What follows belongs to an exercise in optimizing a design on an open flow for small area, a short achievable clock period and few clock cycles; a production flow would make more cautious choices. Function was checked by simulation only, so behaviour that the tests miss may differ from the original. Power figures rest on the tool's default switching activity, not on a simulated workload.

### design.v
package gcr_pkg;
  function automatic logic [7:0] fold_code(input logic [7:0] code);
    logic [7:0] r;
    case (code)
      8'd196:         r = 8'd127;
      8'd214, 8'd246: r = 8'd128;
      8'd220, 8'd252: r = 8'd129;
      8'd228:         r = 8'd130;
      8'd223:         r = 8'd131;
      default:        r = code;
    endcase
    fold_code = r;
  endfunction
  function automatic logic [8:0] first_col(input logic [7:0] code);
    logic [8:0] r;
    case (code)
      8'd32: r = 9'h100;
      8'd33: r = 9'h100;
      8'd34: r = 9'h100;
      8'd35: r = 9'h194;
      8'd36: r = 9'h1A4;
      8'd37: r = 9'h1A6;
      8'd38: r = 9'h1B6;
      8'd39: r = 9'h100;
      8'd40: r = 9'h100;
      8'd41: r = 9'h100;
      8'd42: r = 9'h1A2;
      8'd43: r = 9'h188;
      8'd44: r = 9'h100;
      8'd45: r = 9'h188;
      8'd46: r = 9'h100;
      8'd47: r = 9'h1A0;
      8'd48: r = 9'h1BE;
      8'd49: r = 9'h100;
      8'd50: r = 9'h1C2;
      8'd51: r = 9'h1A2;
      8'd52: r = 9'h18C;
      8'd53: r = 9'h1AF;
      8'd54: r = 9'h1BE;
      8'd55: r = 9'h181;
      8'd56: r = 9'h1B6;
      8'd57: r = 9'h1A6;
      8'd58: r = 9'h100;
      8'd59: r = 9'h100;
      8'd60: r = 9'h188;
      8'd61: r = 9'h194;
      8'd62: r = 9'h1C1;
      8'd63: r = 9'h182;
      8'd64: r = 9'h1BE;
      8'd65: r = 9'h1FE;
      8'd66: r = 9'h1FF;
      8'd67: r = 9'h1BE;
      8'd68: r = 9'h1FF;
      8'd69: r = 9'h1FF;
      8'd70: r = 9'h1FF;
      8'd71: r = 9'h1BE;
      8'd72: r = 9'h1FF;
      8'd73: r = 9'h100;
      8'd74: r = 9'h1B0;
      8'd75: r = 9'h1FF;
      8'd76: r = 9'h100;
      8'd77: r = 9'h1FF;
      8'd78: r = 9'h1FF;
      8'd79: r = 9'h1BE;
      8'd80: r = 9'h1FF;
      8'd81: r = 9'h1BE;
      8'd82: r = 9'h1FF;
      8'd83: r = 9'h1A6;
      8'd84: r = 9'h181;
      8'd85: r = 9'h1BF;
      8'd86: r = 9'h187;
      8'd87: r = 9'h19F;
      8'd88: r = 9'h1E3;
      8'd89: r = 9'h183;
      8'd90: r = 9'h1E1;
      8'd91: r = 9'h100;
      8'd92: r = 9'h182;
      8'd93: r = 9'h100;
      8'd94: r = 9'h184;
      8'd95: r = 9'h1C0;
      8'd96: r = 9'h100;
      8'd97: r = 9'h1B0;
      8'd98: r = 9'h100;
      8'd99: r = 9'h1B8;
      8'd100: r = 9'h100;
      8'd101: r = 9'h1B8;
      8'd102: r = 9'h188;
      8'd103: r = 9'h18C;
      8'd104: r = 9'h1FF;
      8'd105: r = 9'h100;
      8'd106: r = 9'h1A0;
      8'd107: r = 9'h1FF;
      8'd108: r = 9'h100;
      8'd109: r = 9'h1FC;
      8'd110: r = 9'h100;
      8'd111: r = 9'h1B8;
      8'd112: r = 9'h1FC;
      8'd113: r = 9'h198;
      8'd114: r = 9'h1FC;
      8'd115: r = 9'h1C8;
      8'd116: r = 9'h100;
      8'd117: r = 9'h1BC;
      8'd118: r = 9'h19C;
      8'd119: r = 9'h1BC;
      8'd120: r = 9'h1C4;
      8'd121: r = 9'h18C;
      8'd122: r = 9'h1C4;
      8'd123: r = 9'h188;
      8'd124: r = 9'h100;
      8'd125: r = 9'h1C1;
      8'd126: r = 9'h188;
      8'd127: r = 9'h1F9;
      8'd128: r = 9'h1B9;
      8'd129: r = 9'h1BD;
      8'd130: r = 9'h1B1;
      8'd131: r = 9'h1FE;
      8'd196: r = 9'h1F9;
      8'd214: r = 9'h1B9;
      8'd220: r = 9'h1BD;
      8'd223: r = 9'h1FE;
      8'd228: r = 9'h1B1;
      8'd246: r = 9'h1B9;
      8'd252: r = 9'h1BD;
      default: r = 9'h000;
    endcase
    first_col = r;
  endfunction
  function automatic logic [7:0] second_col(input logic thin, input logic [7:0] code);
    logic [7:0] r;
    case ({thin, code})
      9'd32: r = 8'h80;
      9'd33: r = 8'h80;
      9'd34: r = 8'h83;
      9'd35: r = 8'hFF;
      9'd36: r = 8'hAA;
      9'd37: r = 8'h96;
      9'd38: r = 8'hC9;
      9'd39: r = 8'h80;
      9'd40: r = 8'h9C;
      9'd41: r = 8'hC1;
      9'd42: r = 8'h94;
      9'd43: r = 8'h88;
      9'd44: r = 8'h80;
      9'd45: r = 8'h88;
      9'd46: r = 8'h80;
      9'd47: r = 8'h90;
      9'd48: r = 8'hC1;
      9'd49: r = 8'hC2;
      9'd50: r = 8'hE1;
      9'd51: r = 8'hC1;
      9'd52: r = 8'h8A;
      9'd53: r = 8'hC9;
      9'd54: r = 8'hC9;
      9'd55: r = 8'hF1;
      9'd56: r = 8'hC9;
      9'd57: r = 8'hC9;
      9'd58: r = 8'h80;
      9'd59: r = 8'h80;
      9'd60: r = 8'h94;
      9'd61: r = 8'h94;
      9'd62: r = 8'hA2;
      9'd63: r = 8'h81;
      9'd64: r = 8'hC1;
      9'd65: r = 8'h89;
      9'd66: r = 8'hC9;
      9'd67: r = 8'hC1;
      9'd68: r = 8'hC1;
      9'd69: r = 8'hC9;
      9'd70: r = 8'h89;
      9'd71: r = 8'hC1;
      9'd72: r = 8'h88;
      9'd73: r = 8'hC1;
      9'd74: r = 8'hC0;
      9'd75: r = 8'h88;
      9'd76: r = 8'hFF;
      9'd77: r = 8'h84;
      9'd78: r = 8'h82;
      9'd79: r = 8'hC1;
      9'd80: r = 8'h89;
      9'd81: r = 8'hC1;
      9'd82: r = 8'h89;
      9'd83: r = 8'hC9;
      9'd84: r = 8'h81;
      9'd85: r = 8'hC0;
      9'd86: r = 8'h98;
      9'd87: r = 8'hE0;
      9'd88: r = 8'h94;
      9'd89: r = 8'h84;
      9'd90: r = 8'hD1;
      9'd91: r = 8'hFF;
      9'd92: r = 8'h84;
      9'd93: r = 8'hC1;
      9'd94: r = 8'h82;
      9'd95: r = 8'hC0;
      9'd96: r = 8'h81;
      9'd97: r = 8'hCA;
      9'd98: r = 8'hFF;
      9'd99: r = 8'hC4;
      9'd100: r = 8'hB8;
      9'd101: r = 8'hD4;
      9'd102: r = 8'hFE;
      9'd103: r = 8'hD2;
      9'd104: r = 8'h84;
      9'd105: r = 8'h80;
      9'd106: r = 8'hC0;
      9'd107: r = 8'h90;
      9'd108: r = 8'h80;
      9'd109: r = 8'h84;
      9'd110: r = 8'hF8;
      9'd111: r = 8'hC4;
      9'd112: r = 8'h94;
      9'd113: r = 8'hA4;
      9'd114: r = 8'h88;
      9'd115: r = 8'hD4;
      9'd116: r = 8'h82;
      9'd117: r = 8'hC0;
      9'd118: r = 8'hA0;
      9'd119: r = 8'hC0;
      9'd120: r = 8'hA8;
      9'd121: r = 8'hD0;
      9'd122: r = 8'hE4;
      9'd123: r = 8'hB6;
      9'd124: r = 8'h80;
      9'd125: r = 8'hC1;
      9'd126: r = 8'h84;
      9'd127: r = 8'h94;
      9'd128: r = 8'hC4;
      9'd129: r = 8'hC0;
      9'd130: r = 8'hC8;
      9'd131: r = 8'h81;
      9'd196: r = 8'h94;
      9'd214: r = 8'hC4;
      9'd220: r = 8'hC0;
      9'd223: r = 8'h81;
      9'd228: r = 8'hC8;
      9'd246: r = 8'hC4;
      9'd252: r = 8'hC0;
      9'd290: r = 8'h83;
      9'd291: r = 8'hFF;
      9'd292: r = 8'hAA;
      9'd293: r = 8'h96;
      9'd294: r = 8'hC9;
      9'd296: r = 8'h9C;
      9'd297: r = 8'hC1;
      9'd298: r = 8'h94;
      9'd299: r = 8'h88;
      9'd303: r = 8'h90;
      9'd304: r = 8'hC1;
      9'd305: r = 8'hC2;
      9'd306: r = 8'hE1;
      9'd307: r = 8'hC1;
      9'd308: r = 8'h8A;
      9'd309: r = 8'hC9;
      9'd310: r = 8'hC9;
      9'd311: r = 8'hF1;
      9'd312: r = 8'hC9;
      9'd313: r = 8'hC9;
      9'd316: r = 8'h94;
      9'd318: r = 8'hA2;
      9'd319: r = 8'h81;
      9'd320: r = 8'hC1;
      9'd321: r = 8'h89;
      9'd322: r = 8'hC9;
      9'd323: r = 8'hC1;
      9'd324: r = 8'hC1;
      9'd325: r = 8'hC9;
      9'd326: r = 8'h89;
      9'd327: r = 8'hC1;
      9'd328: r = 8'h88;
      9'd329: r = 8'hC1;
      9'd330: r = 8'hC0;
      9'd331: r = 8'h88;
      9'd332: r = 8'hFF;
      9'd333: r = 8'h84;
      9'd334: r = 8'h82;
      9'd335: r = 8'hC1;
      9'd336: r = 8'h89;
      9'd337: r = 8'hC1;
      9'd338: r = 8'h89;
      9'd339: r = 8'hC9;
      9'd340: r = 8'h81;
      9'd341: r = 8'hC0;
      9'd342: r = 8'h98;
      9'd343: r = 8'hE0;
      9'd344: r = 8'h94;
      9'd345: r = 8'h84;
      9'd346: r = 8'hD1;
      9'd347: r = 8'hFF;
      9'd348: r = 8'h84;
      9'd349: r = 8'hC1;
      9'd350: r = 8'h82;
      9'd352: r = 8'h81;
      9'd353: r = 8'hCA;
      9'd354: r = 8'hFF;
      9'd355: r = 8'hC4;
      9'd356: r = 8'hB8;
      9'd357: r = 8'hD4;
      9'd358: r = 8'hFE;
      9'd359: r = 8'hD2;
      9'd360: r = 8'h84;
      9'd362: r = 8'hC0;
      9'd363: r = 8'h90;
      9'd365: r = 8'h84;
      9'd366: r = 8'hF8;
      9'd367: r = 8'hC4;
      9'd368: r = 8'h94;
      9'd369: r = 8'hA4;
      9'd370: r = 8'h88;
      9'd371: r = 8'hD4;
      9'd372: r = 8'h82;
      9'd373: r = 8'hC0;
      9'd374: r = 8'hA0;
      9'd375: r = 8'hC0;
      9'd376: r = 8'hA8;
      9'd377: r = 8'hD0;
      9'd378: r = 8'hE4;
      9'd379: r = 8'hB6;
      9'd381: r = 8'hC1;
      9'd382: r = 8'h84;
      9'd383: r = 8'h94;
      9'd384: r = 8'hC4;
      9'd385: r = 8'hC0;
      9'd386: r = 8'hC8;
      9'd387: r = 8'h81;
      9'd452: r = 8'h94;
      9'd470: r = 8'hC4;
      9'd476: r = 8'hC0;
      9'd479: r = 8'h81;
      9'd484: r = 8'hC8;
      9'd502: r = 8'hC4;
      9'd508: r = 8'hC0;
      default: r = 8'h00;
    endcase
    second_col = r;
  endfunction
  function automatic logic [7:0] later_col(input logic thin, input logic [1:0] n,
                                           input logic [6:0] g);
    logic [7:0] r;
    case ({thin, n, g})
      10'd0: r = 8'h80;
      10'd1: r = 8'hDF;
      10'd2: r = 8'h80;
      10'd3: r = 8'h94;
      10'd4: r = 8'hFF;
      10'd5: r = 8'h88;
      10'd6: r = 8'hD5;
      10'd7: r = 8'h83;
      10'd8: r = 8'hA2;
      10'd9: r = 8'hA2;
      10'd10: r = 8'hFF;
      10'd11: r = 8'hBE;
      10'd12: r = 8'hE0;
      10'd13: r = 8'h88;
      10'd14: r = 8'hE0;
      10'd15: r = 8'h88;
      10'd16: r = 8'hC1;
      10'd17: r = 8'hFF;
      10'd18: r = 8'hD1;
      10'd19: r = 8'hC9;
      10'd20: r = 8'hC9;
      10'd21: r = 8'hC9;
      10'd22: r = 8'hC9;
      10'd23: r = 8'h89;
      10'd24: r = 8'hC9;
      10'd25: r = 8'hC9;
      10'd26: r = 8'hB6;
      10'd27: r = 8'hD6;
      10'd28: r = 8'hA2;
      10'd29: r = 8'h94;
      10'd30: r = 8'h94;
      10'd31: r = 8'hD1;
      10'd32: r = 8'hDD;
      10'd33: r = 8'h89;
      10'd34: r = 8'hC9;
      10'd35: r = 8'hC1;
      10'd36: r = 8'hC1;
      10'd37: r = 8'hC9;
      10'd38: r = 8'h89;
      10'd39: r = 8'hC9;
      10'd40: r = 8'h88;
      10'd41: r = 8'hFF;
      10'd42: r = 8'hC1;
      10'd43: r = 8'h88;
      10'd44: r = 8'hC0;
      10'd45: r = 8'h88;
      10'd46: r = 8'h8C;
      10'd47: r = 8'hC1;
      10'd48: r = 8'h89;
      10'd49: r = 8'hD1;
      10'd50: r = 8'h99;
      10'd51: r = 8'hC9;
      10'd52: r = 8'hFF;
      10'd53: r = 8'hC0;
      10'd54: r = 8'hE0;
      10'd55: r = 8'h98;
      10'd56: r = 8'h88;
      10'd57: r = 8'hF8;
      10'd58: r = 8'hC9;
      10'd59: r = 8'hC1;
      10'd60: r = 8'h88;
      10'd61: r = 8'hC1;
      10'd62: r = 8'h81;
      10'd63: r = 8'hC0;
      10'd64: r = 8'h82;
      10'd65: r = 8'hCA;
      10'd66: r = 8'hC4;
      10'd67: r = 8'hC4;
      10'd68: r = 8'hC4;
      10'd69: r = 8'hD4;
      10'd70: r = 8'h89;
      10'd71: r = 8'hD2;
      10'd72: r = 8'h84;
      10'd73: r = 8'hFA;
      10'd74: r = 8'hBA;
      10'd75: r = 8'hA8;
      10'd76: r = 8'hFF;
      10'd77: r = 8'h98;
      10'd78: r = 8'h84;
      10'd79: r = 8'hC4;
      10'd80: r = 8'hA4;
      10'd81: r = 8'hA4;
      10'd82: r = 8'h84;
      10'd83: r = 8'hD4;
      10'd84: r = 8'hBF;
      10'd85: r = 8'hC0;
      10'd86: r = 8'hC0;
      10'd87: r = 8'hB0;
      10'd88: r = 8'h90;
      10'd89: r = 8'hD0;
      10'd90: r = 8'hD4;
      10'd91: r = 8'hC1;
      10'd92: r = 8'hFF;
      10'd93: r = 8'hB6;
      10'd94: r = 8'h88;
      10'd95: r = 8'h92;
      10'd96: r = 8'hC4;
      10'd97: r = 8'hC0;
      10'd98: r = 8'hC8;
      10'd99: r = 8'hC9;
      10'd128: r = 8'h80;
      10'd129: r = 8'h80;
      10'd130: r = 8'h83;
      10'd131: r = 8'hFF;
      10'd132: r = 8'hAA;
      10'd133: r = 8'hB4;
      10'd134: r = 8'hA2;
      10'd135: r = 8'h80;
      10'd136: r = 8'hC1;
      10'd137: r = 8'h9C;
      10'd138: r = 8'h94;
      10'd139: r = 8'h88;
      10'd140: r = 8'hB0;
      10'd141: r = 8'h88;
      10'd142: r = 8'hE0;
      10'd143: r = 8'h84;
      10'd144: r = 8'hC1;
      10'd145: r = 8'hC0;
      10'd146: r = 8'hC9;
      10'd147: r = 8'hC9;
      10'd148: r = 8'hFF;
      10'd149: r = 8'hC9;
      10'd150: r = 8'hC9;
      10'd151: r = 8'h85;
      10'd152: r = 8'hC9;
      10'd153: r = 8'hC9;
      10'd154: r = 8'hB6;
      10'd155: r = 8'hB6;
      10'd156: r = 8'hC1;
      10'd157: r = 8'h94;
      10'd158: r = 8'h88;
      10'd159: r = 8'h89;
      10'd160: r = 8'hD5;
      10'd161: r = 8'h89;
      10'd162: r = 8'hC9;
      10'd163: r = 8'hC1;
      10'd164: r = 8'hC1;
      10'd165: r = 8'hC9;
      10'd166: r = 8'h89;
      10'd167: r = 8'hC9;
      10'd168: r = 8'h88;
      10'd169: r = 8'hC1;
      10'd170: r = 8'hBF;
      10'd171: r = 8'h94;
      10'd172: r = 8'hC0;
      10'd173: r = 8'h84;
      10'd174: r = 8'h90;
      10'd175: r = 8'hC1;
      10'd176: r = 8'h89;
      10'd177: r = 8'hE1;
      10'd178: r = 8'hA9;
      10'd179: r = 8'hC9;
      10'd180: r = 8'h81;
      10'd181: r = 8'hC0;
      10'd182: r = 8'h98;
      10'd183: r = 8'hE0;
      10'd184: r = 8'h94;
      10'd185: r = 8'h84;
      10'd186: r = 8'hC5;
      10'd187: r = 8'hC1;
      10'd188: r = 8'h90;
      10'd189: r = 8'hFF;
      10'd190: r = 8'h82;
      10'd191: r = 8'hC0;
      10'd192: r = 8'h80;
      10'd193: r = 8'hCA;
      10'd194: r = 8'hC4;
      10'd195: r = 8'hC4;
      10'd196: r = 8'hC4;
      10'd197: r = 8'hD4;
      10'd198: r = 8'h81;
      10'd199: r = 8'hD2;
      10'd200: r = 8'h84;
      10'd201: r = 8'h80;
      10'd202: r = 8'h80;
      10'd203: r = 8'hC4;
      10'd204: r = 8'h80;
      10'd205: r = 8'h84;
      10'd206: r = 8'h84;
      10'd207: r = 8'hC4;
      10'd208: r = 8'hA4;
      10'd209: r = 8'h94;
      10'd210: r = 8'h84;
      10'd211: r = 8'hD4;
      10'd212: r = 8'hC2;
      10'd213: r = 8'hC0;
      10'd214: r = 8'hA0;
      10'd215: r = 8'hC0;
      10'd216: r = 8'hA8;
      10'd217: r = 8'hD0;
      10'd218: r = 8'hCC;
      10'd219: r = 8'hC1;
      10'd220: r = 8'h80;
      10'd221: r = 8'h88;
      10'd222: r = 8'h90;
      10'd223: r = 8'h94;
      10'd224: r = 8'hC4;
      10'd225: r = 8'hC0;
      10'd226: r = 8'hC8;
      10'd227: r = 8'hC9;
      10'd256: r = 8'h80;
      10'd257: r = 8'h80;
      10'd258: r = 8'h80;
      10'd259: r = 8'h94;
      10'd260: r = 8'h92;
      10'd261: r = 8'hB2;
      10'd262: r = 8'hD0;
      10'd263: r = 8'h80;
      10'd264: r = 8'h80;
      10'd265: r = 8'h80;
      10'd266: r = 8'hA2;
      10'd267: r = 8'h88;
      10'd268: r = 8'h80;
      10'd269: r = 8'h88;
      10'd270: r = 8'h80;
      10'd271: r = 8'h82;
      10'd272: r = 8'hBE;
      10'd273: r = 8'h80;
      10'd274: r = 8'hC6;
      10'd275: r = 8'hB6;
      10'd276: r = 8'hC8;
      10'd277: r = 8'hB1;
      10'd278: r = 8'hB2;
      10'd279: r = 8'h83;
      10'd280: r = 8'hB6;
      10'd281: r = 8'hBE;
      10'd282: r = 8'h80;
      10'd283: r = 8'h80;
      10'd284: r = 8'h80;
      10'd285: r = 8'h94;
      10'd286: r = 8'h80;
      10'd287: r = 8'h86;
      10'd288: r = 8'h9E;
      10'd289: r = 8'hFE;
      10'd290: r = 8'hB6;
      10'd291: r = 8'hA2;
      10'd292: r = 8'hBE;
      10'd293: r = 8'hC1;
      10'd294: r = 8'h89;
      10'd295: r = 8'hBA;
      10'd296: r = 8'hFF;
      10'd297: r = 8'h80;
      10'd298: r = 8'h81;
      10'd299: r = 8'hE3;
      10'd300: r = 8'hC0;
      10'd301: r = 8'hFF;
      10'd302: r = 8'hFF;
      10'd303: r = 8'hBE;
      10'd304: r = 8'h86;
      10'd305: r = 8'hFE;
      10'd306: r = 8'hC6;
      10'd307: r = 8'hB2;
      10'd308: r = 8'h81;
      10'd309: r = 8'hBF;
      10'd310: r = 8'h87;
      10'd311: r = 8'h9F;
      10'd312: r = 8'hE3;
      10'd313: r = 8'h83;
      10'd314: r = 8'hC3;
      10'd315: r = 8'h80;
      10'd316: r = 8'hA0;
      10'd317: r = 8'h80;
      10'd318: r = 8'h84;
      10'd319: r = 8'hC0;
      10'd320: r = 8'h80;
      10'd321: r = 8'hFC;
      10'd322: r = 8'hB8;
      10'd323: r = 8'h80;
      10'd324: r = 8'hFF;
      10'd325: r = 8'h98;
      10'd326: r = 8'h80;
      10'd327: r = 8'hBC;
      10'd328: r = 8'hF8;
      10'd329: r = 8'h80;
      10'd330: r = 8'h80;
      10'd331: r = 8'h80;
      10'd332: r = 8'h80;
      10'd333: r = 8'hF8;
      10'd334: r = 8'hF8;
      10'd335: r = 8'hB8;
      10'd336: r = 8'h98;
      10'd337: r = 8'hFC;
      10'd338: r = 8'h80;
      10'd339: r = 8'hA4;
      10'd340: r = 8'h80;
      10'd341: r = 8'hBC;
      10'd342: r = 8'h9C;
      10'd343: r = 8'hBC;
      10'd344: r = 8'hC4;
      10'd345: r = 8'hBC;
      10'd346: r = 8'h80;
      10'd347: r = 8'h80;
      10'd348: r = 8'h80;
      10'd349: r = 8'h80;
      10'd350: r = 8'h88;
      10'd351: r = 8'hF9;
      10'd352: r = 8'hB9;
      10'd353: r = 8'hBD;
      10'd354: r = 8'hFD;
      10'd355: r = 8'hB6;
      10'd513: r = 8'hDF;
      10'd515: r = 8'h94;
      10'd516: r = 8'hFF;
      10'd517: r = 8'h88;
      10'd518: r = 8'hD5;
      10'd519: r = 8'h83;
      10'd520: r = 8'hA2;
      10'd521: r = 8'hA2;
      10'd522: r = 8'hFF;
      10'd523: r = 8'hBE;
      10'd524: r = 8'hE0;
      10'd525: r = 8'h88;
      10'd526: r = 8'hE0;
      10'd527: r = 8'h88;
      10'd529: r = 8'hFF;
      10'd530: r = 8'hD1;
      10'd531: r = 8'hC9;
      10'd532: r = 8'hC9;
      10'd535: r = 8'h89;
      10'd538: r = 8'hB6;
      10'd539: r = 8'hD6;
      10'd540: r = 8'hA2;
      10'd541: r = 8'h94;
      10'd542: r = 8'h94;
      10'd543: r = 8'hD1;
      10'd544: r = 8'hDD;
      10'd551: r = 8'hC9;
      10'd553: r = 8'hFF;
      10'd554: r = 8'hC1;
      10'd555: r = 8'h88;
      10'd556: r = 8'hC0;
      10'd557: r = 8'h88;
      10'd558: r = 8'h8C;
      10'd561: r = 8'hD1;
      10'd562: r = 8'h99;
      10'd564: r = 8'hFF;
      10'd566: r = 8'hE0;
      10'd567: r = 8'h98;
      10'd568: r = 8'h88;
      10'd569: r = 8'hF8;
      10'd570: r = 8'hC9;
      10'd571: r = 8'hC1;
      10'd572: r = 8'h88;
      10'd573: r = 8'hC1;
      10'd574: r = 8'h81;
      10'd575: r = 8'hC0;
      10'd576: r = 8'h82;
      10'd578: r = 8'hC4;
      10'd580: r = 8'hC4;
      10'd582: r = 8'h89;
      10'd585: r = 8'hFA;
      10'd586: r = 8'hBA;
      10'd587: r = 8'hA8;
      10'd588: r = 8'hFF;
      10'd589: r = 8'h98;
      10'd590: r = 8'h84;
      10'd592: r = 8'hA4;
      10'd593: r = 8'hA4;
      10'd594: r = 8'h84;
      10'd596: r = 8'hBF;
      10'd598: r = 8'hC0;
      10'd599: r = 8'hB0;
      10'd600: r = 8'h90;
      10'd602: r = 8'hD4;
      10'd603: r = 8'hC1;
      10'd604: r = 8'hFF;
      10'd605: r = 8'hB6;
      10'd606: r = 8'h88;
      10'd607: r = 8'h92;
      10'd611: r = 8'hC9;
      10'd642: r = 8'h83;
      10'd643: r = 8'hFF;
      10'd644: r = 8'hAA;
      10'd645: r = 8'hB4;
      10'd646: r = 8'hA2;
      10'd648: r = 8'hC1;
      10'd649: r = 8'h9C;
      10'd650: r = 8'h94;
      10'd651: r = 8'h88;
      10'd652: r = 8'hB0;
      10'd654: r = 8'hE0;
      10'd655: r = 8'h84;
      10'd656: r = 8'hC1;
      10'd657: r = 8'hC0;
      10'd658: r = 8'hC9;
      10'd659: r = 8'hC9;
      10'd660: r = 8'hFF;
      10'd661: r = 8'hC9;
      10'd662: r = 8'hC9;
      10'd663: r = 8'h85;
      10'd664: r = 8'hC9;
      10'd665: r = 8'hC9;
      10'd666: r = 8'hB6;
      10'd667: r = 8'hB6;
      10'd668: r = 8'hC1;
      10'd670: r = 8'h88;
      10'd671: r = 8'h89;
      10'd672: r = 8'hD5;
      10'd673: r = 8'h89;
      10'd674: r = 8'hC9;
      10'd675: r = 8'hC1;
      10'd676: r = 8'hC1;
      10'd677: r = 8'hC9;
      10'd678: r = 8'h89;
      10'd679: r = 8'hC9;
      10'd680: r = 8'h88;
      10'd681: r = 8'hC1;
      10'd682: r = 8'hBF;
      10'd683: r = 8'h94;
      10'd685: r = 8'h84;
      10'd686: r = 8'h90;
      10'd687: r = 8'hC1;
      10'd688: r = 8'h89;
      10'd689: r = 8'hE1;
      10'd690: r = 8'hA9;
      10'd691: r = 8'hC9;
      10'd692: r = 8'h81;
      10'd693: r = 8'hC0;
      10'd694: r = 8'h98;
      10'd695: r = 8'hE0;
      10'd696: r = 8'h94;
      10'd697: r = 8'h84;
      10'd698: r = 8'hC5;
      10'd699: r = 8'hC1;
      10'd700: r = 8'h90;
      10'd701: r = 8'hFF;
      10'd702: r = 8'h82;
      10'd705: r = 8'hCA;
      10'd706: r = 8'hC4;
      10'd707: r = 8'hC4;
      10'd708: r = 8'hC4;
      10'd709: r = 8'hD4;
      10'd710: r = 8'h81;
      10'd711: r = 8'hD2;
      10'd712: r = 8'h84;
      10'd715: r = 8'hC4;
      10'd717: r = 8'h84;
      10'd718: r = 8'h84;
      10'd719: r = 8'hC4;
      10'd720: r = 8'hA4;
      10'd721: r = 8'h94;
      10'd722: r = 8'h84;
      10'd723: r = 8'hD4;
      10'd724: r = 8'hC2;
      10'd725: r = 8'hC0;
      10'd726: r = 8'hA0;
      10'd727: r = 8'hC0;
      10'd728: r = 8'hA8;
      10'd729: r = 8'hD0;
      10'd730: r = 8'hCC;
      10'd731: r = 8'hC1;
      10'd733: r = 8'h88;
      10'd734: r = 8'h90;
      10'd735: r = 8'h94;
      10'd736: r = 8'hC4;
      10'd737: r = 8'hC0;
      10'd738: r = 8'hC8;
      10'd739: r = 8'hC9;
      10'd771: r = 8'h94;
      10'd772: r = 8'h92;
      10'd773: r = 8'hB2;
      10'd774: r = 8'hD0;
      10'd778: r = 8'hA2;
      10'd779: r = 8'h88;
      10'd781: r = 8'h88;
      10'd783: r = 8'h82;
      10'd784: r = 8'hBE;
      10'd786: r = 8'hC6;
      10'd787: r = 8'hB6;
      10'd788: r = 8'hC8;
      10'd789: r = 8'hB1;
      10'd790: r = 8'hB2;
      10'd791: r = 8'h83;
      10'd792: r = 8'hB6;
      10'd793: r = 8'hBE;
      10'd797: r = 8'h94;
      10'd799: r = 8'h86;
      10'd800: r = 8'h9E;
      10'd801: r = 8'hFE;
      10'd802: r = 8'hB6;
      10'd803: r = 8'hA2;
      10'd804: r = 8'hBE;
      10'd805: r = 8'hC1;
      10'd806: r = 8'h89;
      10'd807: r = 8'hBA;
      10'd808: r = 8'hFF;
      10'd810: r = 8'h81;
      10'd811: r = 8'hE3;
      10'd812: r = 8'hC0;
      10'd813: r = 8'hFF;
      10'd814: r = 8'hFF;
      10'd815: r = 8'hBE;
      10'd816: r = 8'h86;
      10'd817: r = 8'hFE;
      10'd818: r = 8'hC6;
      10'd819: r = 8'hB2;
      10'd820: r = 8'h81;
      10'd821: r = 8'hBF;
      10'd822: r = 8'h87;
      10'd823: r = 8'h9F;
      10'd824: r = 8'hE3;
      10'd825: r = 8'h83;
      10'd826: r = 8'hC3;
      10'd828: r = 8'hA0;
      10'd830: r = 8'h84;
      10'd831: r = 8'hC0;
      10'd833: r = 8'hFC;
      10'd834: r = 8'hB8;
      10'd836: r = 8'hFF;
      10'd837: r = 8'h98;
      10'd839: r = 8'hBC;
      10'd840: r = 8'hF8;
      10'd845: r = 8'hF8;
      10'd846: r = 8'hF8;
      10'd847: r = 8'hB8;
      10'd848: r = 8'h98;
      10'd849: r = 8'hFC;
      10'd851: r = 8'hA4;
      10'd853: r = 8'hBC;
      10'd854: r = 8'h9C;
      10'd855: r = 8'hBC;
      10'd856: r = 8'hC4;
      10'd857: r = 8'hBC;
      10'd862: r = 8'h88;
      10'd863: r = 8'hF9;
      10'd864: r = 8'hB9;
      10'd865: r = 8'hBD;
      10'd866: r = 8'hFD;
      10'd867: r = 8'hB6;
      default: r = 8'h00;
    endcase
    later_col = r;
  endfunction
endpackage
module glyph_column_renderer_5x7 (
  input  logic        clk_i,
  input  logic        rst_ni,
  input  logic        start_i,
  output logic        busy_o,
  input  logic [7:0]  char_code_i,
  input  logic [1:0]  font_mode_i,
  input  logic [15:0] pos_x_i,
  input  logic [15:0] pos_y_i,
  output logic        result_valid_o,
  output logic [15:0] column_x_o,
  output logic [15:0] top_y_o,
  output logic [7:0]  row_bits_o,
  output logic [7:0]  row_write_mask_o,
  output logic        last_o,
  output logic [2:0]  char_width_o
);
  logic        valid_q;    
  logic [15:0] x_q;        
  logic        xmax_q;     
  logic [15:0] y_q;        
  logic [6:0]  bits_q;     
  logic        ul_q;       
  logic        col_q;      
  logic        last_q;     
  logic [2:0]  width_q;    
  logic        nz_q;       
  logic [6:0]  pf_bits_q;  
  logic        pf_nz_q;    
  logic [1:0]  n_q;        
  logic        col4_q;     
  logic [6:0]  g_q;        
  logic        thin_q;     
  logic        busy_q;     
  logic        load;
  logic [7:0]  g_in;
  logic [8:0]  fc;
  logic [7:0]  sc;
  logic        ok_in, thin_in, ul_in, nz0_in;
  logic        uline;
  logic [15:0] x_nxt;
  logic        x_nxt_max;
  logic [7:0]  lc;
  logic        valid_d, xmax_d, ul_d, col_d, last_d, nz_d, col4_d, thin_d;
  logic        pf_nz_d;
  logic [15:0] x_d, y_d;
  logic [6:0]  bits_d, pf_bits_d, g_d;
  logic [2:0]  width_d;
  logic [1:0]  n_d;
  assign load   = !valid_q || last_q;
  assign busy_o = busy_q;
  assign g_in    = gcr_pkg::fold_code(char_code_i) - 8'd32;
  assign fc      = gcr_pkg::first_col(char_code_i);
  assign ok_in   = fc[8];
  assign thin_in = !font_mode_i[0];
  assign ul_in   = font_mode_i[1] && ok_in;
  assign nz0_in  = !thin_in || fc[7];
  assign sc      = gcr_pkg::second_col(thin_in, char_code_i);
  assign uline     = col4_q || (xmax_q && nz_q);
  assign x_nxt     = x_q + {15'd0, nz_q};
  assign x_nxt_max = (&x_q[15:1]) && (x_q[0] ^ nz_q);
  assign lc        = gcr_pkg::later_col(thin_q, n_q, g_q);
  always_comb begin
    if (load) begin
      valid_d   = start_i;
      x_d       = pos_x_i;
      xmax_d    = (pos_x_i == 16'hFFFF);
      y_d       = pos_y_i;
      bits_d    = fc[6:0];
      ul_d      = ul_in;
      col_d     = ok_in;
      last_d    = !ok_in || (!ul_in && nz0_in && (pos_x_i == 16'hFFFF));
      width_d   = {2'b00, ok_in && nz0_in};
      nz_d      = nz0_in;
      pf_bits_d = sc[6:0];
      pf_nz_d   = sc[7];
      n_d       = 2'd0;
      col4_d    = 1'b0;
      g_d       = g_in[6:0];
      thin_d    = thin_in;
    end else begin
      valid_d   = 1'b1;
      x_d       = x_nxt;
      xmax_d    = x_nxt_max;
      y_d       = y_q;
      bits_d    = uline ? 7'd0 : pf_bits_q;
      ul_d      = ul_q;
      col_d     = !uline;
      last_d    = uline || (!ul_q && ((n_q == 2'd3) || (pf_nz_q && x_nxt_max)));
      width_d   = width_q + {2'b00, pf_nz_q && !uline};
      nz_d      = pf_nz_q;
      pf_bits_d = lc[6:0];
      pf_nz_d   = lc[7];
      n_d       = n_q + 2'd1;
      col4_d    = (n_q == 2'd3);
      g_d       = g_q;
      thin_d    = thin_q;
    end
  end
  always_ff @(posedge clk_i or negedge rst_ni) begin
    if (!rst_ni) begin
      valid_q <= 1'b0;
      busy_q  <= 1'b0;
    end else begin
      valid_q <= valid_d;
      busy_q  <= valid_d && !last_d;
    end
  end
  always_ff @(posedge clk_i) begin
    x_q       <= x_d;
    xmax_q    <= xmax_d;
    y_q       <= y_d;
    bits_q    <= bits_d;
    ul_q      <= ul_d;
    col_q     <= col_d;
    last_q    <= last_d;
    width_q   <= width_d;
    nz_q      <= nz_d;
    pf_bits_q <= pf_bits_d;
    pf_nz_q   <= pf_nz_d;
    n_q       <= n_d;
    col4_q    <= col4_d;
    g_q       <= g_d;
    thin_q    <= thin_d;
  end
  assign result_valid_o   = valid_q;
  assign column_x_o       = x_q;
  assign top_y_o          = y_q;
  assign row_bits_o       = {ul_q, bits_q};
  assign row_write_mask_o = {ul_q, {7{col_q}}};
  assign last_o           = last_q;
  assign char_width_o     = width_q;
endmodule
### flow/run.sh
#!/bin/bash
# The standard layout (standard.sh) with these changes:
# - synthesis: ABC maps the logic with flow/abc.script (delay-oriented
#   mapping with area recovery after choice computation, then ABC's own
#   buffering and sizing), and
#   Yosys does not extract half/full adder cells. Registers, their names and
#   cell types are those of the standard synthesis.
# - placement: the port buffers are buf_2 cells.
set -u
F=$(cd "$(dirname "$0")" && pwd)
export OWN_ABC_SCRIPT=$F/abc.script
bash standard.sh SYNTH_SCRIPT=$F/synth_own.tcl ADDER_MAP_FILE= \
  "BUFFER_PORTS_ARGS=-buffer_cell sky130_fd_sc_hd__buf_2" finish > standard_make.log 2>&1
### flow/abc.script
strash
&get -n
&dch
&put
dch
map
topo
buffer -c
upsize -c
dnsize -c
### flow/synth_own.tcl
# The standard flow's synthesis (synth_recipe.tcl) with one change: ABC maps the logic with
# the script named by OWN_ABC_SCRIPT instead of ORFS's abc_speed/abc_area script.
proc synth {args} { yosys synth -nofsm -noshare {*}$args }
proc abc {args} {
  set i [lsearch -exact $args -script]
  if {$i >= 0 && [info exists ::env(OWN_ABC_SCRIPT)]} {
    set args [lreplace $args [expr {$i + 1}] [expr {$i + 1}] $::env(OWN_ABC_SCRIPT)]
  }
  yosys abc {*}$args
}
source $::env(SCRIPTS_DIR)/synth.tcl
# left out here: clear keep_hierarchy, flatten, clean up, hide names made inside functions, write 1_2_yosys.v
### standard.sh
#!/bin/bash
# synth_recipe.tcl (not shown) runs the flow's synth.tcl, then flattens the netlist and writes it again
# the make line also repeats each setting of config.mk as NAME=value (left out here)
make -C /OpenROAD-flow-scripts/flow DESIGN_CONFIG=/design/flow/config.mk WORK_HOME=/design/flow/orfs CLKGATE_MAP_FILE= SYNTH_SCRIPT=/design/flow/synth_recipe.tcl "${@:-finish}"
### config.mk
export PLATFORM = sky130hd
export DESIGN_NAME = glyph_column_renderer_5x7
export DESIGN_NICKNAME = glyph_column_renderer_5x7
export VERILOG_FILES = /design/flow/design.v
export SDC_FILE = /design/flow/constraint.sdc
export NUM_CORES = 4
export LEC_CHECK = 0
export CAP_MARGIN = 20
export CORE_MARGIN = 2
export CORE_UTILIZATION = 45
export SETUP_SLACK_MARGIN = 3.5
export SLEW_MARGIN = 20
export SYNTH_MEMORY_MAX_BITS = 8192
### constraint.sdc
create_clock -name core_clock -period 6.0 [get_ports {clk_i}]
set_input_delay 1.2000 -clock core_clock [delete_from_list [all_inputs] [get_ports {clk_i}]]
set_output_delay 1.2000 -clock core_clock [all_outputs]
set_load 0.01 [all_outputs]
==> results.txt, run 1 <==
Detailed routing
The detailed router put a total of between 10000 and 15000 µm of wire on met1. In this run the top signal layer used is met4. Dividing the detail-routed wire length by the instance count gives ~26 µm. Wire segments on met3 add up to a little over 7000 µm in the final route. The number of iterations in the first detailed-routing pass is 12. After the first detailed-routing iteration, the DRC count stood at 2690.

The remaining number of nets flagged by the antenna check after routing is 0. After detailed routing, the number of remaining DRC violations is 0. The routed design uses around 14000 µm of met2 wire.

Using the TritonRoute via totals, the vias-per-cell ratio works out to a little over 7. The via count is 10469. The detailed-route wire length is 37400 µm.

Place
The number of buffers added on ports is 98. The worst slack at placement is 2610 ps. Once detailed placement completed, the half-perimeter wirelength came to about 26000 µm. The final RePlAce weighted congestion is roughly 1.2.

In this run the cell area measured after placement is around 7500 µm².

Clocking
The clock passes through at most 2 buffers. At the later pin of the worst-skew pair, clock insertion delay measures between 300 and 400 ps. The count of H-tree levels built during CTS is 3. The CTS root buffer is clkbuf_16. The clock net sink count is between 60 and 70. After clock tree synthesis, the clock-pin slew on the worst setup and hold paths is around 60 ps.

Buffers inserted during clock tree synthesis total 9. The TritonCTS clock tree is yes.

Power and ir drop
The share of total power dissipated in combinational logic is 0.654. The total power density per cell area is approximately 450 nW/µm². The post-route total power is just under 4 mW. The share of total power dissipated in sequential elements is 0.211. Across the VDD grid, the largest voltage drop is 0.272 mV. The leakage power summed over all cells is about 3.6 nW.

The switching part of the total is 0.553. Of the total power, the clock network draws 0.135. The net switching power is 2.18 mW. The internal portion of total power is about 1.8 mW.

Setup path
The kind of launch point of the worst setup path is a register. The cell family contributing the most delay on the critical path is simple AND/OR/NAND/NOR gates. The largest fanout on the critical path is 34. The critical path is of the register to register type.

The endpoint arrival time on the critical path is 2840 ps. The endpoint required time on the critical path is approximately 6300 ps. In this design, the stage delay of the slowest critical-path cell is roughly 370 ps. Traced cell by cell, the critical path runs through clkbuf_8 -> inv_6 -> nand2_1 -> nor2_4 -> nand2_1 -> nand3_1 -> a21oi_1 -> o21ai_1 -> nand4_1 -> a22oi_1. The number of buffers and inverters on the critical path is 2. The cell type with the highest occurrence count on the critical path is nand2_1.

The slowest stage of the critical path is the edfxtp_1 cell. The worst setup path is captured at a register.

Logic synthesis
The most common cell in the synthesized netlist is nand2_1. In the synthesized netlist, the cells that appear most often are nand2_1, nor2_1, nand3_1. The post-synthesis sequential area ratio is 0.229. The total number of yosys warnings is 1. For this run, the leading register cell type out of synthesis is dfxtp_1.

The biggest area consumer among synthesized cells is nand2_1. The post-synthesis net count is 1178. The mean area per synthesized cell is roughly 6.3 µm². Counting flops with an async set or reset pin after synthesis yields a share of 0.0294.

The count of flip-flops with a built-in enable after synthesis is 25. Synthesis produced roughly 1100 cells. By area the synthesized netlist is led by nand2_1, dfxtp_1, edfxtp_1.

In this run the cell area of the synthesized design comes to 7090 µm². The count of distinct cell types in the synthesized netlist is between 60 and 70. The fraction of synthesized cell area taken by the top area cell type is 0.124.

The flip-flop and latch count after synthesis is between 60 and 70.

Finish
Summing all non-filler instances in the final layout gives an area of between 8000 and 9000 µm². The share of final-layout standard cells stronger than drive strength 1 is 0.256. The net count of the finished layout is roughly 1300.

From synthesis to final layout, the design area changed by 24.3%. The filler cell count in the final layout is roughly 1500.

GRT
The largest net degree at the start of global routing is 42. The via count of the first global-routing pass is between 9000 and 10000. The number of antenna violations at the first check in global routing is 1. The sum of overflow across all layers after global routing is 0.

The wire length of the first global-routing pass is 52900 µm. In the global route stage, overall resource usage came out at 0.418.

Timing
The final number of hold-violating endpoints is 0. Subtracting the final worst setup slack from the clock period gives approximately 2600 ps. Setup repair after global routing could not meet its margin everywhere. For this run, the top clock speed supported by timing is slightly below 400 MHz. The relative slew slack is 0.474. Of the available clock period, the critical path in the final layout requires 0.430. The setup TNS is 0 ps.

The clock arrives with approximately 7.5 ps of skew. The final count of pins violating max slew is 0. The final setup violation count is 0. At the pin with the least slew margin, the transition time is 781 ps. In the post-route analysis, the smallest setup slack over all paths is 3420 ps.

Min path
The class of the worst hold path is register to register.

Floorplan
Row generation in the floorplan step produced 45 rows. In this run the horizontal extent of the chip is between 100 and 150 µm. The initial utilization of the core area, before any placement, comes to 0.463. The die covers about 17000 µm². In this run the count of I/O pins placed on the die edge is between 90 and 100. The total area inside the core boundary comes to about 15000 µm².

The vertical die dimension is 130 µm.

Flow run
The max capacitance violation total is 0.

Status
The run finished with no timing, DRC or antenna violations.
[metrics by stage]
| step | cells | utilization | hold WS (ps) |
|---|---|---|---|
| floorplan | 1133 | - | 406 |
| global placement | 1381 | 0.491 | 442 |
| detailed placement | 1381 | 0.491 | 455 |
| CTS | 1412 | 0.532 | 468 |
| global route | 1443 | 0.575 | 477 |
| finish | 1446 | 0.575 | 476 |
[logic make-up after synthesis]
logic type	synth area share
compound gates	0.325
buf+inv	0.100
flops	0.229
xor+xnor	0.00494
simple gates	0.341
[final timing paths]
check,startpoint,end,slack (ps),depth (start not counted)
max,g_q[2],pf_bits_q[2],3420,10
min,pf_bits_q[5],bits_q[5],480,1
max reg2reg,g_q[2],pf_bits_q[2],3420,10
min reg2reg,pf_bits_q[5],bits_q[5],480,1
max in group asynchronous,rst_ni,valid_q,5260,1
min in group asynchronous,rst_ni,busy_q,640,1
[flip-flops by register name, summed over array words and instances, names as in the netlist]
register	cells
pf_bits_q	7
pf_nz_q	1
bits_q	7
busy_q	1
valid_q	1
nz_q	1
thin_q	1
ul_q	1
g_q	7
last_q	1
width_q	3
xmax_q	1
col_q	1
y_q	16
n_q	2
x_q	16
col4_q	1
[timing repair]
action                     4_1_cts  5_1_grt
gates resized for setup         63      117
pin swaps                        3       17
hold buffers                     0        0
setup endpoints to repair       28       28
cloned                           1        0
buffers inserted                14       31
[cell usage in the layout, fill, tap and decap left out, types with 6 or more instances in the layout]
master | Yosys | routed
o211ai_1 | 29 | 29
a21oi_1 | 92 | 87
buf_4 | 19 | 51
clkinvlp_4 | 0 | 8
o31ai_1 | 17 | 17
nor3_1 | 22 | 19
inv_2 | 11 | 9
edfxtp_1 | 25 | 25
nand4_1 | 27 | 27
buf_2 | 17 | 91
nor2_1 | 112 | 86
o21ai_1 | 16 | 20
inv_1 | 63 | 53
o22ai_1 | 13 | 13
nand3_1 | 103 | 89
a22oi_1 | 8 | 7
nand2_2 | 9 | 21
nand2_4 | 1 | 7
nor2_2 | 10 | 25
buf_6 | 6 | 6
nor2_4 | 1 | 12
nand3_2 | 3 | 15
a31oi_1 | 40 | 39
o21ai_0 | 86 | 77
nand2_1 | 235 | 216
clkbuf_16 | 0 | 11
o21ai_2 | 2 | 6
dfxtp_1 | 41 | 41
[layout make-up]
cell class | count | area (µm²) | area share
inverter | 80 | 374 | 0.0425
multi-input combinational | 913 | 5230 | 0.594
sequential | 68 | 1620 | 0.184
timing repair inverter | 1 | 5.00 | 0.000568
tap | 211 | 264 | 0.0300
clock buffer | 12 | 279 | 0.0317
timing repair buffer | 154 | 998 | 0.113
clock inverter | 4 | 27.5 | 0.00312
antenna | 3 | 7.51 | 0.000852
[per-layer routing]
layer | GRT usage | up-vias
met2 | 0.567 | 1198
met3 | 0.199 | 331
li1 | - | 4302
met1 | 0.553 | 4638
met5 | 0 | -
met4 | 0.202 | 0
[power groups by stage]
| stage | clock network [mW] | logic, mW | registers (mW) |
|---|---|---|---|
| final | 0.533 | 2.58 | 0.832 |
| after global routing | 0.553 | 2.66 | 0.847 |
| after CTS | 0.538 | 2.25 | 0.823 |
| after detailed placement | 0 | 2.16 | 0.851 |
| after global placement | 0 | 2.23 | 0.846 |
| after floorplan | 0 | 1.43 | 0.856 |
Testbench counts, summed over its fixed seeds: cycles 12,826.
==> run 2, diff against run 1 <==
==> flow/run.sh (replaced) <==
#!/bin/bash
# The standard layout (standard.sh) with these changes:
# - synthesis: ABC maps the logic with flow/abc.script (a time-limited
#   deep resynthesis for area, then delay-oriented mapping with area recovery
#   and ABC's own buffering and sizing), and Yosys does not extract half/full
#   adder cells. Registers, their names and cell types are those of the
#   standard synthesis.
# - placement: every port still gets a buffer, buf_2 on the inputs and buf_1
#   on the outputs (flow/outbuf.tcl).
set -u
F=$(cd "$(dirname "$0")" && pwd)
export OWN_ABC_SCRIPT=$F/abc.script
bash standard.sh SYNTH_SCRIPT=$F/synth_own.tcl ADDER_MAP_FILE= \
  "BUFFER_PORTS_ARGS=-inputs -buffer_cell sky130_fd_sc_hd__buf_2" \
  PRE_GLOBAL_PLACE_TCL=$F/outbuf.tcl finish > standard_make.log 2>&1
==> flow/abc.script (replaced) <==
strash
&get -n
&deepsyn -T 60
&put
dch
map
topo
buffer -c
upsize -c
dnsize -c
==> flow/outbuf.tcl (new file) <==
buffer_ports -outputs -buffer_cell sky130_fd_sc_hd__buf_1
==> results.txt, run 2 <==
Power and ir drop
The share of total power dissipated in the clock network is 0.166. The part of the power in registers is 0.266. Across the VDD grid, the largest voltage drop is 0.247 mV. The post-route total power is around 3.5 mW. For this design the ratio of total power to cell area is between 400 and 500 nW/µm². The leakage power summed over all cells is ~3.4 nW. The switching part of the total is 0.540. The internal portion of total power is 1.59 mW. Of the total power, combinational logic draws 0.568. The net switching power is 1.87 mW.

Min path
The min-delay analysis places its worst path in the category register to register.

Clocking
At the later pin of the worst-skew pair, clock insertion delay measures 330 ps. The TritonCTS clock tree is yes. The count of H-tree levels built during CTS is 3. In this run the deepest clock path goes through 2 buffers.

The CTS root buffer is clkbuf_16. The clock net sink count is 68. The clock-pin transition on the worst setup and hold timing paths is approximately 60 ps. Counting the buffers created by CTS gives 9.

Logic synthesis
The async set-reset flop share out of synthesis is 0.0294. The number of nets handed over by synthesis was 1101. The synthesized area is a little under 7000 µm². The total number of yosys warnings is 1. Of the synthesized area, sequential elements account for 0.233. The fraction of synthesized cell area taken by the top area cell type is 0.118. Dividing the synthesized area by the synthesized cell count gives around 6.6 µm². The most common flop cell mapped by yosys is dfxtp_1. The gate count of the mapped netlist is between 1000 and 1500. nand2_1 is the most common cell in the netlist. The count of distinct cell types in the synthesized netlist is around 80. The commonest cells after synthesis are nand2_1, nor2_1, a21oi_1.

The synthesized design contains 25 enable-type register cells. After synthesis, the cell types taking the most area are dfxtp_1, nand2_1, edfxtp_1. Counting flops and latches in the post-synthesis netlist gives between 60 and 70. The biggest area contributor in the post-synthesis netlist is dfxtp_1.

Timing
For the final routed database, the setup TNS stands at 0 ps. The final number of hold-violating endpoints is 0. The tightest hold path in the finished design has a slack of roughly 470 ps. Setup repair after global routing could not meet its margin everywhere. Dividing the final minimum period by the clock period gives 0.428. The worst-margin pin slew is a little over 700 ps. The final count of pins violating max slew is 0. The final worst clock skew is ~5.5 ps.

In this run the tightest slew margin relative to its limit is 0.515. Setup slack closes at approximately 3400 ps. Setup violations remaining at the end of the flow were counted as 0. Static timing analysis puts the maximum clock frequency at 389 MHz. For the finished layout, the period the worst path requires is between 2000 and 3000 ps.

Finish
The number of standard cells in the layout, taps in and fillers out is between 1000 and 1500. The net count reported at finish is between 1000 and 1500. The layout overhead on the synthesized area is 18.4%. In the layout the commonest cells are nand2_1, nor2_1, a21oi_1.

In the final layout, the share of cells above drive strength 1 is 0.238. The leading cell type in the layout, fill and taps excluded is nand2_1. The largest registers in the layout are x_q (16), y_q (16). The number of antenna diodes is 0.

Place
After legalization and detailed placement, the total HPWL measured between 20000 and 25000 µm. The number of buffers added on ports is 98. Prior to clock tree synthesis, the placed netlist has a worst setup slack of 2640 ps. The final RePlAce weighted congestion is roughly 1.2. The number of placed instances with taps included is around 1200.

Setup path
The worst setup path is captured at a register. The largest fanout on the critical path is 25. The critical path goes through buf_12 -> inv_4 -> nor2_1 -> nand2_1 -> a21oi_1 -> nor4_1 -> nand3_1 -> nand3_2 -> nand4_1.

The critical path is of the input port to register type. The master of the slowest instance on the critical path is nor4_1. The endpoint required time on the critical path is 6200 ps. The total buffers and inverters traversed by the critical path is 2. The endpoint arrival time on the critical path is about 2800 ps. The longest individual stage delay on the worst path is 440 ps. The worst setup path is launched from an input port. The cell family contributing the most delay on the critical path is simple AND/OR/NAND/NOR gates.

Detailed routing
The routed length per instance is between 20 and 30 µm. The number of iterations in the first detailed-routing pass is 11. The final routed DRC violation total is 0.

Summing over every cut layer, the via total after detailed routing is approximately 9100. The remaining number of nets flagged by the antenna check after routing is 0. The detail-routed via count per cell is a little over 7. The detailed-route wire length is around 35000 µm. In this run, the number of DRC markers left after iteration 0 of detailed routing was around 1900.

Floorplan
The die is 128 µm tall. The die area is ~16000 µm². For this configuration, the core starts out at a cell density of 0.460. For this design the top-level I/O count stands at between 90 and 100.

The core box area is 15100 µm². The number of core rows is 45. The die boundary width is 128 µm.

Flow run
The max capacitance violation total is 0.

GRT
The via count of the first global-routing pass was about 8000. The number of antenna violations at the first check in global routing is 0. Entering global routing, the biggest net connects 51 pins. The sum of overflow across all layers after global routing is 0. In the global route stage, overall resource usage came out at 0.403. The wire length of the first global-routing pass is 49800 µm.

Status
The flow ran to the end and the layout has no timing, DRC or antenna violations.
## run 2: per-layer routing
metal	global-route usage	part of all wire	vias to the layer above
li1	-	-	3861
met1	0.473	0.33	3987
met2	0.610	0.43	954
met3	0.123	0.13	322
met4	0.324	0.10	0
met5	0	0	-
## run 2: power by group through the flow
stage	registers, mW	clock network (mW)	logic, mW
floorplan	0.844	0	1.26
global placement	0.926	0	1.71
detailed placement	0.927	0	1.66
CTS	0.920	0.583	1.70
global route	0.942	0.601	2.03
finish	0.918	0.574	1.96
## run 2: what timing repair did
item / 4_1_cts / 5_1_grt
endpoints found under the setup margin: 27 / 20
hold buffers: 0 / 0
gates resized for setup: 44 / 106
pin swaps: 3 / 24
cloned: 0 / 2
setup buffers: 14 / 26
## run 2: worst register-to-register path: stages, from the launching register on
cell and delay (ps):
edfxtp_1 380, buf_12 240, inv_4 170, nor2_2 380, nand2_1 310, o21ai_0 400, o21ai_0 130, o2111ai_1 210
o2111ai_1 170
## run 2: through the flow
stage                      util  cell area [µm²]
final                     0.544             8240
after global routing      0.544             8240
after CTS                 0.502             7610
after detailed placement  0.465             7040
after global placement    0.465             7040
after floorplan               -             6970
## run 2: worst paths after layout
path / startpoint / endpoint / slack (ps) / cells after the start
setup / recovery: char_code_i[4] / pf_bits_q[0] / 3430 / 9
hold / removal: pf_bits_q[2] / bits_q[2] / 470 / 2
setup reg to reg: g_q[2] / pf_bits_q[6] / 3480 / 8
hold reg to reg: pf_bits_q[2] / bits_q[2] / 470 / 2
max in group asynchronous: rst_ni / valid_q / 5270 / 1
min in group asynchronous: rst_ni / busy_q / 640 / 1
## run 2: final cells by class
| cell class | count | area [µm²] |
|---|---|---|
| Fill cell | 1490 | 6910 |
| Multi-Input combinational cell | 838 | 4880 |
| Sequential cell | 68 | 1620 |
| Timing Repair Buffer | 94 | 792 |
| Inverter | 88 | 392 |
| Tap cell | 188 | 235 |
| Clock buffer | 9 | 225 |
| Clock inverter | 7 | 97.6 |
## run 2: cells by family (layout without fill, tap and decap cells)
family	Yosys count	count (layout)	share of synthesized area
simple gates	524	524	0.362
buf+inv	150	198	0.114
xor+xnor	2	2	0.00252
compound gates	312	312	0.288
flops	68	68	0.233
==> run 3, diff against run 2 <==
--- a/flow/run.sh
+++ b/flow/run.sh
@@ -12,4 +12,6 @@
 export OWN_ABC_SCRIPT=$F/abc.script
-bash standard.sh SYNTH_SCRIPT=$F/synth_own.tcl ADDER_MAP_FILE= \
-  "BUFFER_PORTS_ARGS=-inputs -buffer_cell sky130_fd_sc_hd__buf_2" \
-  PRE_GLOBAL_PLACE_TCL=$F/outbuf.tcl finish > standard_make.log 2>&1
+ARGS=(SYNTH_SCRIPT=$F/synth_own.tcl ADDER_MAP_FILE=
+  "BUFFER_PORTS_ARGS=-inputs -buffer_cell sky130_fd_sc_hd__buf_2"
+  PRE_GLOBAL_PLACE_TCL=$F/outbuf.tcl)
+bash standard.sh "${ARGS[@]}" cts > standard_make_cts.log 2>&1
+bash standard.sh "${ARGS[@]}" SETUP_SLACK_MARGIN=3.2 finish > standard_make_finish.log 2>&1
==> results.txt, run 3 <==
Status
The run finished with no timing, DRC or antenna violations.

Clocking
The later pin in the worst-skew pair is clocked with a latency of around 330 ps. The clock passes through at most 2 buffers. The count of hold-fix buffers inserted at cts is 0. Buffers inserted during clock tree synthesis total 9. TritonCTS built the clock tree. Counting every sink on the clock net gives ~70. CTS built an H-tree with a depth of 3. Clock-pin slew was measured on the worst setup and hold paths at about 60 ps. Clock tree synthesis selected as its root buffer the cell clkbuf_16.

Timing
The setup TNS is 0 ps. In this run the tightest slew margin relative to its limit is 0.487. Hold is met by roughly 470 ps. The final count of pins violating max slew came to 0. The fmax is around 360 MHz. The minimum clock period is 2770 ps. The final number of hold-violating endpoints is 0. At the pin with the least slew margin, the transition time is 762 ps. The slack of the critical path is about 3200 ps. The share of the clock period used by the worst path after layout is 0.461. Setup repair after global routing left no endpoint under its margin. Setup violations remaining at the end of the flow were counted as 0. The final worst clock skew is 5.96 ps.

Detailed routing
Before antenna repair, the detailed router went through 9 iterations. Summing over every cut layer, the via total after detailed routing is 8913. The routed length per instance is approximately 26 µm.

The detail-routed via count per cell is roughly 7. After the first detailed-routing iteration, the DRC count stood at between 1500 and 2000. The detailed-route wire length is between 30000 and 40000 µm. Once detail routing completed, the nets flagged for antenna violations numbered 0. The final routed DRC violation total is 0.

Logic synthesis
The mean area per synthesized cell is roughly 6.6 µm². Synthesis produced a netlist with a net count of approximately 1100. Counting flops with a built-in enable in the synthesized netlist gives 25. After synthesis, the cell types taking the most area are dfxtp_1, nand2_1, edfxtp_1. The async set-reset flop share out of synthesis is 0.0294. The flip-flop and latch count after synthesis is between 60 and 70.

The synthesized design spends more area on one cell type than any other, namely dfxtp_1. In this run the cell area of the synthesized design comes to 6960 µm². The most common flop cell mapped by yosys is dfxtp_1. The gate count of the mapped netlist is between 1000 and 1500. Of the post-synthesis cell area, the dominant cell type holds 0.118. For this run, the number of Yosys warnings is 1. The most common cell in the synthesized netlist is nand2_1.

Counting instances in the post-synthesis netlist gives the leading cell types as nand2_1, nor2_1, a21oi_1. The share of the Yosys chip area taken by registers is 0.233. The count of distinct cell types in the synthesized netlist is a little under 80.

Setup path
The endpoint required time on the critical path is around 6300 ps. The worst setup path is captured at a register. The endpoint arrival time on the critical path is 3040 ps. The kind of cell with the highest combined delay along the critical path is simple AND/OR/NAND/NOR gates. The start-to-end type of the worst setup path is register to register.

Walking the worst path, the cells encountered are buf_4 -> nand2_1 -> inv_1 -> nor2_2 -> nand3_1 -> o21ai_0 -> a21oi_1 -> a21oi_1 -> o21ai_1 -> nand3_1. The largest fanout on the critical path is 20. The kind of launch point of the worst setup path is a register. For this run, the slowest stage of the critical path takes 370 ps. The slowest stage of the critical path belongs to the cell nand3_1. Together, buffers and inverters on the worst path number 2.

Power and ir drop
The post-route total power is ~3.3 mW. The switching part of the total is 0.542. VDD sags by at most 0.251 mV. The leakage power summed over all cells is about 3.1 nW. Of the total power, the clock network draws 0.171. The internal portion of the total power is approximately 1.5 mW. The part of the power in registers is 0.277.

The share of total power dissipated in combinational logic is 0.552. Power spread over the standard cell area amounts to 437 nW/µm². For this design the total switching power over the nets is 1.80 mW.

Place
The half-perimeter wire length after placement is approximately 24000 µm. The worst slack at placement is 2640 ps. The final RePlAce weighted congestion is roughly 1.2. In this run the tool buffered the top-level ports with between 90 and 100 buffer cells.

Floorplan
In this run the core area contains 45 standard-cell rows. In this run the standard cell core region covers roughly 15000 µm². The starting density of the core is 0.460.

The die is about 130 µm tall. The die boundary width is 128 µm. During I/O placement, the number of pins put on the boundary was between 90 and 100. The die covers 16500 µm².

Finish
Leaving out fill and tap cells, the most frequent cell in the layout is nand2_1. The filler cell count in the final layout is around 1600. The post-layout utilization of the core is 0.503. Of the cells placed in the final design, the portion with a size suffix greater than 1 is 0.173. Relative to the synthesized area, the layout overhead comes to 9.36%. For this run, the post-layout net count is about 1100. Leaving out fill and tap cells, the most frequent cells in the layout are nand2_1, nor2_1, a21oi_1. The largest registers in the layout are x_q (16), y_q (16).

GRT
In the global route stage, overall resource usage came out at 0.403. The via count of the first global-routing pass came to 8187. The sum of overflow across all layers after global routing is 0. The largest net degree at the start of global routing is 51.

The number of antenna violations at the first check in global routing is 1. The wire length of the first global-routing pass is between 40000 and 50000 µm.

Min path
The class of the worst hold path is register to register.

Flow run
The max capacitance violation total is 0.
run 3: changes by cell type in the layout (fill, tap and decap cells not counted), sizes merged:
cell,before,now
clkinvlp,5,4
clkbuf,11,9
diode,0,1
buf,92,66
clkinv,2,3
run 3: through the flow:
stage               cell area (µm²)  std cells
finish                         7610       1265
global route                   7610       1264
CTS                            7610       1264
detailed placement             7040       1234
global placement               7040       1234
floorplan                      6970       1056
run 3: final timing paths:
| check | slack [ps] | cells after the start | endpoint | from |
|---|---|---|---|---|
| setup / recovery | 3230 | 10 | pf_bits_q[1] | g_q[1] |
| hold / removal | 470 | 2 | bits_q[1] | pf_bits_q[1] |
| setup reg to reg | 3230 | 10 | pf_bits_q[1] | g_q[1] |
| hold reg to reg | 470 | 2 | bits_q[1] | pf_bits_q[1] |
| max in group asynchronous | 5270 | 1 | valid_q | rst_ni |
| min in group asynchronous | 640 | 1 | busy_q | rst_ni |
run 3: metal layers:
layer  up-vias  GRT usage  part of all wire
li1       3813          -                 -
met5         -          0                 0
met4         0      0.324              0.10
met1      3884      0.473              0.34
met3       279      0.123              0.13
met2       937      0.610              0.43
run 3: worst min-delay path: stages, from the launching register on:
cell	delay (ps)
dfxtp_1	310
nand2_1	60
o21ai_1	60
run 3: timing repair:
action,in CTS,in global routing
setup buffers,14,0
gates resized for setup,44,2
cloned,0,0
pin swaps,3,1
endpoints found under the setup margin,27,5
run 3: area by class of cell:
| class | instances | area, µm² | share of cell area |
|---|---|---|---|
| Antenna cell | 1 | 2.50 | 0.000329 |
| Sequential cell | 68 | 1620 | 0.213 |
| Timing Repair Buffer | 66 | 454 | 0.0597 |
| Clock inverter | 7 | 97.6 | 0.0128 |
| Multi-Input combinational cell | 838 | 4610 | 0.606 |
| Inverter | 88 | 363 | 0.0477 |
| Tap cell | 188 | 235 | 0.0309 |
| Clock buffer | 9 | 225 | 0.0296 |
run 3: power by group through the flow:
stage	Clock, mW	Combinational, mW	Sequential, mW
after floorplan	0	1.26	0.844
after global placement	0	1.71	0.926
after detailed placement	0	1.66	0.927
after CTS	0.583	1.70	0.920
after global routing	0.601	1.91	0.946
final	0.570	1.84	0.921
run 3: cell families (layout without fill, tap and decap cells):
group,after synthesis,in the layout,share of synthesized area
compound gates,312,312,0.288
xor+xnor,2,2,0.00252
buf+inv,150,170,0.114
flops,68,68,0.233
other cells,0,1,0
simple gates,524,524,0.362

port drivers added, routing unchanged:
The results above use ideal ports. As a check the final layouts listed here were re-extracted and re-timed, cells and wires unchanged. Step 1: set_driving_cell puts a clkbuf_16 on clk_i and a buf_2 on each other input, an assumption about the parent block. Step 2, shift: input delay + t, output delay - t, t = (earliest + latest rising clock arrival at the registers) / 2. This alone moves slack from input paths to output paths. Three values: no drivers, after step 1, after step 2; two values: the first two.
run	shift t [ns]	setup WS [ns]	hold WS [ns]	slew at the worst register clock pin (ns)
run 1	0.381	3.418 / 3.418 / 3.059	0.476 / 0.476 / 0.476	0.06 / 0.06
run 2	0.376	3.432 / 3.409 / 3.033	0.466 / 0.466 / 0.466	0.06 / 0.06
run 3	0.375	3.232 / 3.232 / 2.914	0.470 / 0.470 / 0.470	0.06 / 0.06
After both steps setup and hold are still met in every run listed. For run 2, which loses most, drivers alone change the setup slack by -0.023 ns; drivers and shift together by -0.399 ns.
